Background: an optimization exercise with open tools, aiming at small area, a short achievable clock period and few clock cycles per item. Do not read the settings as production practice. In this exercise RTL edits were held to simulation tests only and were not proved equivalent to the original.

==> flow/design.v (outline; a module is shown in full before it is edited, if it fits) <==
// module fir_csa: 7 lines
// module fir_symm_tdm: 1199 lines
module fir_symm_tdm (
  input  logic        clk,
  input  logic        rst,
  input  logic        clear,
  input  logic        in_valid,
  output logic        in_ready,
  input  logic [15:0] in_data,
  input  logic        coef_we,
  input  logic [5:0]  coef_addr,
  input  logic [17:0] coef_wdata,
  output logic        out_valid,
  output logic [15:0] out_data,
  output logic        out_sat
);
  // ...
==> flow/flow/run.sh <==
#!/bin/bash
# The standard layout (standard.sh), with three changes to how the layout is made:
#  - the port buffers are buf_4 cells (buffer_ports -buffer_cell) instead of the slow
#    default, so the combinational clear/rst -> in_ready path and the input paths are short;
#  - more antenna-repair iterations after detailed routing;
#  - timing repair aims 6.9 ns below the clock period (the constraints are unchanged).
# The make output goes to make_finish.log; ORFS writes each tool's log under orfs/logs.
set -euo pipefail
bash standard.sh \
  "BUFFER_PORTS_ARGS=-buffer_cell sky130_fd_sc_hd__buf_4" \
  "MAX_REPAIR_ANTENNAS_ITER_DRT=10" \
  "SETUP_SLACK_MARGIN=6.9" "TNS_END_PERCENT=100" \
  finish > make_finish.log 2>&1
==> flow/standard.sh <==
#!/bin/bash
# synth_recipe.tcl (not shown) runs the flow's synth.tcl, then flattens the netlist and writes it again
# the make line also repeats each setting of config.mk as NAME=value (left out here)
make -C /OpenROAD-flow-scripts/flow DESIGN_CONFIG=/design/flow/config.mk WORK_HOME=/design/flow/orfs CLKGATE_MAP_FILE= SYNTH_SCRIPT=/design/flow/synth_recipe.tcl "${@:-finish}"
==> flow/config.mk <==
export PLATFORM = sky130hd
export DESIGN_NAME = fir_symm_tdm
export DESIGN_NICKNAME = fir_symm_tdm
export VERILOG_FILES = /design/flow/design.v
export SDC_FILE = /design/flow/constraint.sdc
export NUM_CORES = 4
export LEC_CHECK = 0
export CAP_MARGIN = 20
export CORE_MARGIN = 2
export CORE_UTILIZATION = 40
export SLEW_MARGIN = 20
export SYNTH_HIERARCHICAL = 1
export SYNTH_MINIMUM_KEEP_SIZE = 0
==> flow/constraint.sdc <==
create_clock -name core_clock -period 12.0 [get_ports {clk}]
set_input_delay 2.4000 -clock core_clock [delete_from_list [all_inputs] [get_ports {clk}]]
set_output_delay 2.4000 -clock core_clock [all_outputs]
set_load 0.01 [all_outputs]
==> impl_metrics.json, run 1 <==
{
  "status": "timing/DRC/antenna clean",
  "synthCells": 39510,
  "synth_edf_count": 3009,
  "crit_chain": "buf_12 > nor3b_4 > buf_6",
  "clkbuf_count": 809,
  "nNonClkBuffers": 1918,
  "final_max_slew_viol_count": 0,
  "clock_latency_ns": 1.19,
  "synthSimpleGateAreaFrac_pct": 1.730,
  "layout_common_cells": "fa_1 (8,686), xnor2_1 (8,300), a22oi_1 (7,344)",
  "dr_total_vias": 347800,
  "nets": 47150,
  "die_y_um": 1106,
  "placedCellCount": 51920,
  "met3WireLength_um": 249800,
  "cp-endpoint": "in_ready",
  "maxCapViolCount": 0,
  "rr_worst_depth": 8,
  "yosysWarnings": 7,
  "critPathMaxFanout": 2,
  "synth_top_area_cell": "fa_1",
  "nonClkBufAreaFrac_pct": 3.334,
  "regMostFlops": "x_q",
  "grt_pass1_vias": 345800,
  "grt_busiest_layer": "met2",
  "r2r_start": "g_tap[17].s[8]",
  "finalSetupViolCount": 0,
  "io_buffers": 63,
  "worst-r2r-setup-slack_ns": 6.79,
  "drive_above_1_share_pct": 8.964,
  "pin_count": 64
}
Testbench counts, summed over its fixed seeds: cycles 552, items 512.
==> inputs of run 2 (changes only) <==
--- a/flow/config.mk
+++ b/flow/config.mk
@@ -8,6 +8,8 @@
 export CAP_MARGIN = 20
 export CORE_MARGIN = 2
 export CORE_UTILIZATION = 40
+export CTS_CLUSTER_DIAMETER = 80
+export CTS_CLUSTER_SIZE = 30
 export SLEW_MARGIN = 20
 export SYNTH_HIERARCHICAL = 1
 export SYNTH_MINIMUM_KEEP_SIZE = 0
==> run 2 against run 1 <==
Final area down 1.0%. Sequential share of layout area up 0.25 points. Utilization down 0.45 points. Die area unchanged. Still clean. Flip-flop and latch count unchanged. Critical endpoint unchanged.
==> impl_metrics.json, run 2 <==
{
  "overflow": 0,
  "synth_area_sq_um": 486100,
  "dr.pass1.iters": 7,
  "hpwl_um": 1519000,
  "io_buffers": 63,
  "relSlewSlack_pct": 12.81,
  "ys_ff_latch": 4843,
  "status": "timing/DRC/antenna clean",
  "crit_chain": "buf_12 > nor3b_4 > buf_6",
  "synthCells": 39510,
  "cts_tree": "yes",
  "start_kind": "input pin",
  "reg_top3": "x_q: 1632 flops, cb: 1377 flops, g_tap.s: 867 flops",
  "syn_to_final_growth_pct": 7.858,
  "synth_top_area_cell": "fa_1",
  "syn_area_per_cell_sq_um": 12.30,
  "ant_nets": 0,
  "die_x_um": 1106,
  "critPathKind": "input pin to primary output",
  "post-place-ws_ns": 6.168,
  "pin_count": 64,
  "max_stage_delay_ns": 0.21,
  "final_max_slew_viol_count": 0,
  "die_y_um": 1106,
  "r2r_start": "cb[1330]",
  "synthTopCellsByArea": "fa_1 (36%), edfxtp_1 (19%), xnor2_1 (15%)",
  "hold_ws_ns": 0.3407,
  "yosysWarnings": 7,
  "largest_register_ffs": 1632,
  "placed_area_sq_um": 496500,
  "drive_above_1_share_pct": 8.160,
  "die_area_sq_um": 1224000,
  "regMostFlops": "x_q",
  "ys_types": 82,
  "yosysSeqAreaShare_pct": 26.16,
  "h-tree-depth": 5,
  "synth_top_cell_area_share_pct": 35.84,
  "fillers": 110200,
  "numCtsBuffers": 394,
  "crit_slowest_cell": "nor3b_4",
  "design_area_sq_um": 524300,
  "worst_slew_pin_slew_ns": 1.308,
  "rsz0062_at_grt": "true",
  "fin_util_pct": 43.20,
  "critPathMaxFanout": 2,
  "synthArstFlopShare_pct": 0.2891,
  "cts_root_buf": "clkbuf_16",
  "clockBufferDepth": 5,
  "critPathCaptureType": "primary output",
  "synth_edf_count": 3009,
  "grt_pass1_vias": 343100,
  "drt-total-wl_um": 1970000,
  "skew_ns": 0.1433,
  "fp-row-count": 405,
  "cp.arrival_ns": 2.84,
  "fmax_ghz": 0.1909,
  "maxCapViolCount": 0,
  "clock_latency_ns": 1.24,
  "cts.sinks": 4843,
  "antenna_found_initial": 161,
  "grt_max_degree": 165,
  "drc": 0,
  "hold_viol": 0,
  "holdBufCountCts": 0,
  "required_ns": 9.60,
  "synth_nets": 49130,
  "final_common_cell": "fa_1",
  "via_per_inst": 6.390,
  "ys.flop_type": "edfxtp_1",
  "startpoint": "clear",
  "globalRouteTotalUtil_pct": 31.47,
  "wire_per_inst_um": 36.50,
  "netlist_top_cells_count": "fa_1 (8,703), xnor2_1 (8,301), a22oi_1 (7,344), clkbuf_1 (3,655), edfxtp_1 (3,009)",
  "dr_total_vias": 345000,
  "grt_pass1_wl_um": 2747000,
  "min_from": "r6_0[0]",
  "fin_crit_sh_pct": 43.65,
  "finalSetupViolCount": 0,
  "drtIter0Drc": 50220,
  "layout_common_cells": "fa_1 (8,689), xnor2_1 (8,300), a22oi_1 (7,344)",
  "setup_slack_ns": 6.762,
  "start_util_pct": 40.05,
  "nets": 46860,
  "synth.most_common_cell": "fa_1",
  "gp_congestion": 1.032,
  "fin_crit_ns": 5.238,
  "clkSlewWorstSetupHoldPaths_ns": 0.11,
  "min-delay-path-class": "flop to flop",
  "core_sq_um": 1214000
}
run 2: cell count changes in the layout (fill, tap and decap cells not counted), moves of 31 or more:
| cell | before | now |
|---|---|---|
| buf_4 | 1635 | 1593 |
| bufinv_16 | 50 | 9 |
| clkbuf_1 | 123 | 13 |
| clkbuf_16 | 633 | 402 |
| clkbuf_8 | 52 | 3 |
| clkinv_16 | 13 | 96 |
| clkinv_2 | 91 | 6 |
| clkinv_4 | 39 | 8 |
| clkinv_8 | 11 | 44 |
| diode_2 | 368 | 331 |
| inv_12 | 0 | 43 |
| inv_16 | 12 | 46 |
run 2: through the flow:
stage | TNS (ns) | std cells
after global placement | 0 | 51900
after global routing | 0 | 53710
after floorplan | -4306.65 | 39510
final | 0 | 53980
after detailed placement | 0 | 51920
after CTS | 0 | 52930
run 2: path summary, 6_finish.rpt:
kind                        endpoint  depth (start not counted)  slack [ns]
max                         in_ready                          3        6.76
min                         r12_0[0]                          0        0.34
max reg2reg                r6_18[38]                          8        6.84
min reg2reg                 r12_0[0]                          0        0.34
max in group asynchronous    fl_q[1]                          2       10.42
min in group asynchronous  out_valid                          2        1.21
run 2: per-layer routing:
metal  share of wire [%]  global-route usage [%]  up-vias
li1                    -                       -   132600
met4                 7.3                   18.99       44
met5               0.016                 0.09646        -
met1                  38                   41.92   182500
met3                  12                   9.109     4412
met2                  43                   45.51    25460
run 2: cell families (layout without fill, tap and decap cells):
family,count (synthesis),count (layout),share of synthesized area (%)
adder cells (fa/ha/maj),9575,9575,38.09
AO/OA/AOI/OAI,9549,9550,14.19
XOR/XNOR,8940,8940,16.11
flip-flops,4843,4843,26.16
buffers and inverters,4740,2800,3.660
AND/OR/NAND/NOR,1831,1831,1.730
multiplexers,34,34,0.07387
other,0,331,0
run 2: cell type report:
type / count / area (sq um) / area share [%]
Tap cell: 16080 / 20110 / 3.836
Antenna cell: 331 / 828.3 / 0.1580
Timing Repair Buffer: 1847 / 16840 / 3.211
Clock buffer: 420 / 10160 / 1.938
Inverter: 224 / 840.8 / 0.1604
Clock inverter: 309 / 6110 / 1.165
Sequential cell: 4843 / 127600 / 24.34
Multi-Input combinational cell: 29930 / 341800 / 65.19
run 2: repair_timing:
item,in CTS,in global routing
gates cloned,1,0
endpoints found under the setup margin,89,201
pin swaps,3,6
buffers inserted,277,678
gates resized for setup,141,297
run 2: critical path, delay by kind of cell:
kind / cells / cell delay [ns]
buffers and inverters: 2 / 0.23
and+or+nand+nor: 1 / 0.21

==> static timing again, ports no longer ideal <==
No port has a modelled driver above. Below, the same layouts with a new extraction and two added sets of constraints. Step 1, drivers: a clkbuf_16 drives clk and a buf_2 each remaining input, both assumed. Step 2 adds t to the input delays and takes it off the output delays; t is the mean of the earliest and latest rising clock arrival at the registers after step 1. Input paths then give back, and output paths get back, about the clock's delay inside the block. Three values: ideal ports, drivers, drivers and shift; two values: the first two.
run | t (ns) | setup WS [ns] | hold slack, ns | worst setup path at the end | worst data-port slew with drivers (ns)
run 1 | 1.310 | 6.762 / 6.694 / 6.059 | 0.328 / 0.328 / 0.328 | input to register | 0.07
run 2 | 1.343 | 6.762 / 6.710 / 6.046 | 0.341 / 0.341 / 0.341 | input to register | 0.07
After both steps every run listed still meets setup and hold. The setup slack of run 2, which loses most, moves by -0.052 ns with the drivers and by -0.716 ns with both steps.
